Background: an optimization exercise with open tools, aiming at small area, a short achievable clock period and few clock cycles per item. Do not read the settings as production practice. For this run, only the layout was checked, not whether the RTL still works. Power and IR drop assume default switching activity.

$ cat design/flow/constraint.sdc
create_clock -name core_clock -period 7.5 [get_ports {clk}]
set_input_delay 1.5000 -clock core_clock [delete_from_list [all_inputs] [get_ports {clk}]]
set_output_delay 1.5000 -clock core_clock [all_outputs]
set_load 0.01 [all_outputs]
$ cat design/flow/design.v
`timescale 1ns/10ps
`default_nettype none
module rv_exec_core #(
    parameter int NUM_REGS = 32
) (
    input  logic        clk,
    input  logic        rst_n,
    input  logic [31:0] instr,
    input  logic        instr_req,
    input  logic        result_ack,
    output logic        instr_ack,
    output logic        result_req,
    output logic [4:0]  result_rd,
    output logic [31:0] result_data,
    output logic        result_illegal
);
    localparam logic [6:0] OPC_OP_IMM = 7'b0010011;
    localparam logic [6:0] OPC_OP     = 7'b0110011;
    localparam logic [6:0] OPC_LUI    = 7'b0110111;
    function automatic logic [31:1] onehot(input logic [4:0] r);
        for (int i = 1; i < 32; i++)
            onehot[i] = (r == 5'(i));
    endfunction
    function automatic logic [31:0] rev32(input logic [31:0] x);
        for (int i = 0; i < 32; i++)
            rev32[i] = x[31 - i];
    endfunction
    logic [31:0] ir;
    logic        ir_valid;
    logic        ir_ph;         
    logic [31:1] rsel;          
    logic        fwd_out;       
    logic [31:0] op1;
    logic [31:0] op2;
    logic        fwd1;          
    logic        ex_valid;
    logic [4:0]  ex_rd;
    logic        ex_we;
    logic        ex_ill;
    logic        ex_cin;
    logic        ex_sra;
    logic        s_add, s_slt, s_sltu, s_xor, s_or, s_and, s_srl, s_sll;
    logic        out_pend;      
    logic [31:0] wbd;           
    logic [4:0]  wb_rd;         
    logic        out_we;        
    logic        rf_clr;        
    logic [31:0] regs [1:31];
    logic ir_free, accept, p0, p1, ex_go, have;
    assign ir_free = !ir_valid || ir_ph;
    assign accept  = ir_free && instr_req && !instr_ack;
    assign p0      = ir_valid && !ir_ph && (!ex_valid || ex_go);
    assign p1      = ir_valid && ir_ph;
    assign ex_go   = ex_valid && !result_req && !out_pend;
    assign have    = ex_go || out_pend;
    always_ff @(posedge clk) begin
        if (!rst_n) begin
            instr_ack  <= 1'b0;
            ir_valid   <= 1'b0;
            ex_valid   <= 1'b0;
            result_req <= 1'b0;
            out_pend   <= 1'b0;
            out_we     <= 1'b0;
        end else begin
            if (accept)
                instr_ack <= 1'b1;
            else if (!instr_req)
                instr_ack <= 1'b0;
            if (ir_free)
                ir_valid <= accept;
            if (p1)
                ex_valid <= 1'b1;
            else if (ex_go)
                ex_valid <= 1'b0;
            if (result_req)
                result_req <= !result_ack;
            else
                result_req <= have && !result_ack;
            out_pend <= have && result_ack;
            if (ex_go)
                out_we <= ex_we;
        end
    end
    always_ff @(posedge clk) begin
        if (ir_free) begin
            ir    <= instr;
            rsel  <= onehot(instr[19:15]);
            ir_ph <= 1'b0;
        end else if (p0) begin
            rsel  <= onehot(ir[24:20]);
            ir_ph <= 1'b1;
        end
    end
    logic [31:0] rf_q;
    logic [31:0] rdata;
    logic [31:1] wsel;
    logic [31:0] wdata;
    always_comb begin
        rf_q = 32'd0;
        for (int i = 1; i < 32; i++)
            rf_q = rf_q | (regs[i] & {32{rsel[i]}});
    end
    assign rdata = fwd_out ? wbd : rf_q;
    assign wsel  = out_we ? onehot(wb_rd) : 31'd0;
    assign wdata = wbd & {32{!rf_clr}};
    always_ff @(posedge clk) begin
        rf_clr <= !rst_n;
        for (int i = 1; i < 32; i++)
            if (wsel[i] || rf_clr)
                regs[i] <= wdata;
    end
    logic [4:0] raddr_nx;
    logic [4:0] out_rd_nx;
    logic       out_we_nx;
    assign raddr_nx  = ir_free ? instr[19:15] : p0 ? ir[24:20] : ir[19:15];
    assign out_rd_nx = ex_go ? ex_rd : wb_rd;
    assign out_we_nx = rst_n && (ex_go ? ex_we : out_we);
    always_ff @(posedge clk)
        fwd_out <= out_we_nx && (out_rd_nx == raddr_nx);
    logic [6:0]  opc;
    logic [2:0]  f3;
    logic [6:0]  f7;
    logic        is_op, is_opimm, is_lui;
    logic        f7_base, f7_alt;
    logic        legal;
    logic        alu_i;         
    logic        alt;
    logic        inv;
    logic [31:0] imm;
    logic [31:0] src1;
    logic [31:0] src2;
    assign opc      = ir[6:0];
    assign f3       = ir[14:12];
    assign f7       = ir[31:25];
    assign is_op    = (opc == OPC_OP);
    assign is_opimm = (opc == OPC_OP_IMM);
    assign is_lui   = (opc == OPC_LUI);
    assign f7_base  = (f7 == 7'b0000000);
    assign f7_alt   = (f7 == 7'b0100000);
    always_comb begin
        legal = 1'b0;
        if (is_lui)
            legal = 1'b1;
        else if (is_opimm)
            legal = (f3 == 3'b001) ? f7_base :
                    (f3 == 3'b101) ? (f7_base || f7_alt) : 1'b1;
        else if (is_op)
            legal = f7_base || (f7_alt && (f3 == 3'b000 || f3 == 3'b101));
    end
    assign alu_i = legal && !is_lui;
    assign alt  = f7_alt && (is_op || f3 == 3'b101);
    assign inv  = (f3 == 3'b010) || (f3 == 3'b011) || (f3 == 3'b000 && is_op && alt);
    assign imm  = is_lui ? {ir[31:12], 12'd0} : {{20{ir[31]}}, ir[31:20]};
    assign src1 = fwd1 ? wbd : op1;
    assign src2 = is_op ? rdata : imm;
    always_ff @(posedge clk) begin
        if (p0) begin
            op1  <= rdata;
            fwd1 <= ex_valid && ex_we && (ex_rd == ir[19:15]);
        end else if (p1) begin
            if (!alu_i)
                op1 <= 32'd0;
            else if (f3 == 3'b001)
                op1 <= rev32(src1);
            else
                op1 <= src1;
        end
    end
    always_ff @(posedge clk) begin
        if (p1) begin
            op2    <= (alu_i && inv) ? ~src2 : src2;
            ex_rd  <= legal ? ir[11:7] : 5'd0;
            ex_we  <= legal && (ir[11:7] != 5'd0);
            ex_ill <= !legal;
            ex_cin <= alu_i && inv;
            ex_sra <= alu_i && f3 == 3'b101 && alt;
            s_add  <= is_lui || (alu_i && f3 == 3'b000);
            s_slt  <= alu_i && f3 == 3'b010;
            s_sltu <= alu_i && f3 == 3'b011;
            s_xor  <= alu_i && f3 == 3'b100;
            s_or   <= alu_i && f3 == 3'b110;
            s_and  <= alu_i && f3 == 3'b111;
            s_srl  <= alu_i && f3 == 3'b101;
            s_sll  <= alu_i && f3 == 3'b001;
        end
    end
    logic [32:0] sum;
    logic        lt_s, lt_u;
    logic [31:0] sr;
    logic [31:0] sl;
    logic [31:0] alu;
    assign sum  = {1'b0, op1} + {1'b0, op2} + {32'd0, ex_cin};
    assign lt_s = (op1[31] == op2[31]) ? op1[31] : sum[31];
    assign lt_u = !sum[32];
    assign sr   = 32'($signed({ex_sra & op1[31], op1}) >>> op2[4:0]);
    assign sl   = rev32(sr);
    assign alu = ({32{s_add}} & sum[31:0])
               | ({32{s_xor}} & (op1 ^ op2))
               | ({32{s_or}}  & (op1 | op2))
               | ({32{s_and}} & (op1 & op2))
               | ({32{s_srl}} & sr)
               | ({32{s_sll}} & sl)
               | {31'd0, (s_slt & lt_s) | (s_sltu & lt_u)};
    always_ff @(posedge clk) begin
        if (ex_go) begin
            result_data    <= alu;
            result_rd      <= ex_rd;
            result_illegal <= ex_ill;
            wbd            <= alu;
            wb_rd          <= ex_rd;
        end
    end
endmodule
`default_nettype wire
$ cat design/flow/run.sh
#!/bin/bash
# synth_recipe.tcl (not shown) runs the flow's synth.tcl, then flattens the netlist and writes it again
# the make line also repeats each setting of config.mk as NAME=value (left out here)
make -C /OpenROAD-flow-scripts/flow DESIGN_CONFIG=/design/flow/config.mk WORK_HOME=/design/flow/orfs CLKGATE_MAP_FILE= SYNTH_SCRIPT=/design/flow/synth_recipe.tcl finish
$ cat design/flow/config.mk
export PLATFORM = sky130hd
export DESIGN_NAME = rv_exec_core
export DESIGN_NICKNAME = rv_exec_core
export VERILOG_FILES = /design/flow/design.v
export SDC_FILE = /design/flow/constraint.sdc
export NUM_CORES = 4
export LEC_CHECK = 0
export ABC_CLOCK_PERIOD_IN_PS = 2500
export CAP_MARGIN = 20
export CORE_MARGIN = 2
export CORE_UTILIZATION = 45
export CTS_CLUSTER_DIAMETER = 100
export CTS_CLUSTER_SIZE = 30
export PLACE_DENSITY = 0.5
export SETUP_SLACK_MARGIN = 4.6
export SLEW_MARGIN = 20
==> notes.md <==
[critical path, stage by stage (launching register included)]
cell,delay (ns)
edfxtp_1,0.45
buf_12,0.16
buf_12,0.12
fa_2,0.35
inv_2,0.07
fa_2,0.20
nor2b_2,0.05
o21ai_2,0.14
a21boi_2,0.09
o211ai_1,0.30
nand4_1,0.16
buf_6,0.17
a21boi_4,0.19
o21ai_4,0.09
mux2i_1,0.13
a221o_1,0.31
[cell usage in the layout, fill, tap and decap left out, drive strengths merged, types with 61 or more instances in the layout]
master and instances:
a22o 162, a21oi 152, clkbuf 61, edfxtp 1175, nand2 206, a22oi 188
ha 64, a221oi 166, nand4 72, inv 126, buf 269, nor2 109
o21ai 128
[cells in the mapped netlist, types with 13 or more instances]
master,instances,area share
mux2i_1,53,0.011
nand4_1,72,0.0091
a22oi_1,188,0.029
ha_1,64,0.016
a221oi_1,166,0.029
a21oi_1,152,0.015
edfxtp_1,1175,0.71
a22o_1,162,0.029
clkbuf_1,158,0.012
inv_1,118,0.0089
nand2b_1,17,0.0021
mux2_2,13,0.0030
xnor2_1,38,0.0067
o21ai_0,122,0.012
a221o_1,18,0.0036
nor2_1,109,0.0083
nand3_1,46,0.0047
buf_1,22,0.0017
o211ai_1,20,0.0030
nand2_1,206,0.016
mux4_2,44,0.020
dfxtp_1,14,0.0057
nor3_1,52,0.0053
xor2_1,25,0.0044
[timing repair]
| item | in CTS | in global routing |
|---|---|---|
| pin swaps | 36 | 29 |
| hold buffers | 0 | 0 |
| cloned | 3 | 2 |
| gates resized for setup | 283 | 63 |
| setup endpoints to repair | 816 | 253 |
| setup buffers | 104 | 17 |
[per-stage QoR]
| step | power (uW) | area, um2 |
|---|---|---|
| after floorplan | 8680 | 49600 |
| after global placement | 9380 | 52400 |
| after detailed placement | 9410 | 52400 |
| after CTS | 12800 | 55300 |
| after global routing | 13200 | 55700 |
| final | 12800 | 55700 |
[power breakdown]
group / switching (uW) / internal, uW
combinational: 1100 / 477
sequential: 200 / 7660
clock: 2130 / 1280
[cells by family (layout without fill, tap and decap cells)]
logic type                 after synthesis  count (layout)  share of synthesized area
muxes                                  119             119                     0.0385
xor gates and xnor gates                63              63                     0.0111
DFF                                   1189            1189                      0.718
adders and majority gates               66              66                     0.0170
and+or+nand+nor                        559             560                     0.0530
AOI/OAI and AO/OA                      922             922                      0.136
buffers and inverters                  320             512                     0.0258
[sequential cells by signal (all words and copies together) (netlist names), 5 cells and up]
| name | cells |
|---|---|
| ir | 32 |
| op1 | 32 |
| result_rd | 5 |
| ex_rd | 5 |
| regs | 992 |
| rsel | 31 |
| result_data | 32 |
| op2 | 32 |
| wb_rd | 5 |
[cell type report]
cell class / instances / area, um2
multi-input combinational: 1730 / 13500
clock buffer: 60 / 1290
inverter: 122 / 494
timing repair buffer: 319 / 2800
clock inverter: 10 / 193
sequential: 1189 / 35600
fill: 9226 / 53300
timing repair inverter: 1 / 7.51
tap: 1414 / 1770
[worst max-delay path by stage]
stage / startpoint / slack, ns / end / cells past startpoint
6_report: op2[0] / 4.27 / result_data[20] / 15
5_1_grt: op2[0] / 4.16 / result_data[20] / 15
4_1_cts: op2[0] / 4.26 / result_data[0] / 15
3_5_place_dp: op2[2] / 3.29 / result_data[0] / 11
3_3_place_gp: ir[6] / 3.23 / op2[5] / 7
2_1_floorplan: wb_rd[3] / 3.79 / regs[28][0] / 3
[layer usage]
layer,global-route usage,part of all wire,vias up
met2,0.540,0.47,1935
met5,0,0.00033,-
met3,0.0536,0.093,295
met1,0.479,0.41,17497
met4,0.0959,0.032,10
li1,-,-,13291
==> impl_metrics.toml <==
[run_status]
status = "no timing/DRC/antenna violations"

[cts]
cts_buffers = 49
cts_tree = "yes"
root_buffer = "clkbuf_16"
cts.sinks = 1189
clock_latency_ns = 0.72
clkTransAtPathRegs_ns = 0.12
ctsHtreeMaxLevel = 2
cts_max_path_buffers = 3

[worst_setup_path]
worstReg2RegEnd = "result_data[20]"
crit_required_ns = 7.96
crit_path_end_kind = "flop"
arrival_ns = 3.69
startpoint_type = "flop"
reg2reg_slack_ns = 4.27
r2r_cells = 15
path_max_fanout = 3
crit_type = "reg2reg"
reg2reg_from = "op2[0]"

[drt]
num_vias = 33028
ant_nets = 0
drt_first_pass_iters = 5
routed_wl_um = 193000
viasPerCell = 6.82
drc_errors = 0
drt_iter0_drc = 4962
wl_per_cell_um = 39.8

[floorplan]
initial_core_util = 0.454
die_x_um = 336
core-area_um2 = 109000
num_rows = 121
dieArea_um2 = 113000
ios = 76
die_h_um = 336

[timing]
tightest_slew_ns = 1.07
rsz0062_at_grt = "yes"
relSlewSlack = 0.284
finalSetupViolCount = 0
hold_ws_ns = 0.446
clock_skew_ns = 0.0344
finalCritPeriodShare = 0.430
fmax_mhz = 310
fin_crit_ns = 3.23
finalHoldViolations = 0
layout_setup_ws_ns = 4.27
tns_ns = 0
drv_slew = 0

[global_routing]
antenna_found_initial = 8
gr-total-overflow = 0
grt_pass1_vias = 31261
grt_pass1_wl_um = 260000
groute.usage.overall = 0.337
grt_max_degree = 57

[job]
cap_violations = 0

[yosys]
synth.distinct_cells = 73
async_flop_share = 0
syn_nets = 3340
synth_top_flop_cell = "edfxtp_1"
ys_seq_elements = 1189
netlist_area_um2 = 49500
yosys_warnings = 2
syn_area_per_cell_um2 = 15.3
postSynthCellCount = 3238
synth_edf_count = 1175
yosysSeqAreaShare = 0.718

[place]
placed_cells = 4646
port_buffers = 75
gp_congestion = 0.932
dp_hpwl_um = 107000
preCtsSetupSlack_ns = 3.29

[hold_path]
hold_end = "result_illegal"
min_path_cells = 0
hp-start = "ex_ill"
min_path_type = "reg2reg"

[final_layout]
diodes = 0
final_core_util = 0.511
nets = 3514
area_growth_pct = 12.4
drive_gt1_frac = 0.162
final_cells = 4845

[power]
power.density_nw_per_um2 = 231
p_leak_uw = 0.0196
ir_drop_uv = 197

==> separate check: timing with driven ports <==
No port has a modelled driver above. Below, the same layout with a new extraction and two added sets of constraints.
Step 1 (the two cells are an assumption about what drives the block):
set clk [get_ports {clk}]
set_driving_cell -lib_cell sky130_fd_sc_hd__clkbuf_16 $clk
set_driving_cell -lib_cell sky130_fd_sc_hd__buf_2 [delete_from_list [all_inputs] $clk]
Step 2 adds t to the input delays and takes it off the output delays; t is the mean of the earliest and latest rising clock arrival at the registers after step 1. Input paths then give back, and output paths get back, about the clock's delay inside the block.
Three values: ideal, step 1, step 2; two values: the first two.
t, ns: 0.776
slack for setup (ns): 4.273 / 4.273 / 4.067
hold slack, ns: 0.446 / 0.446 / 0.446
After both steps setup and hold are still met in this run. For this run, drivers alone change the setup slack by 0.000 ns; drivers and shift together by -0.206 ns.
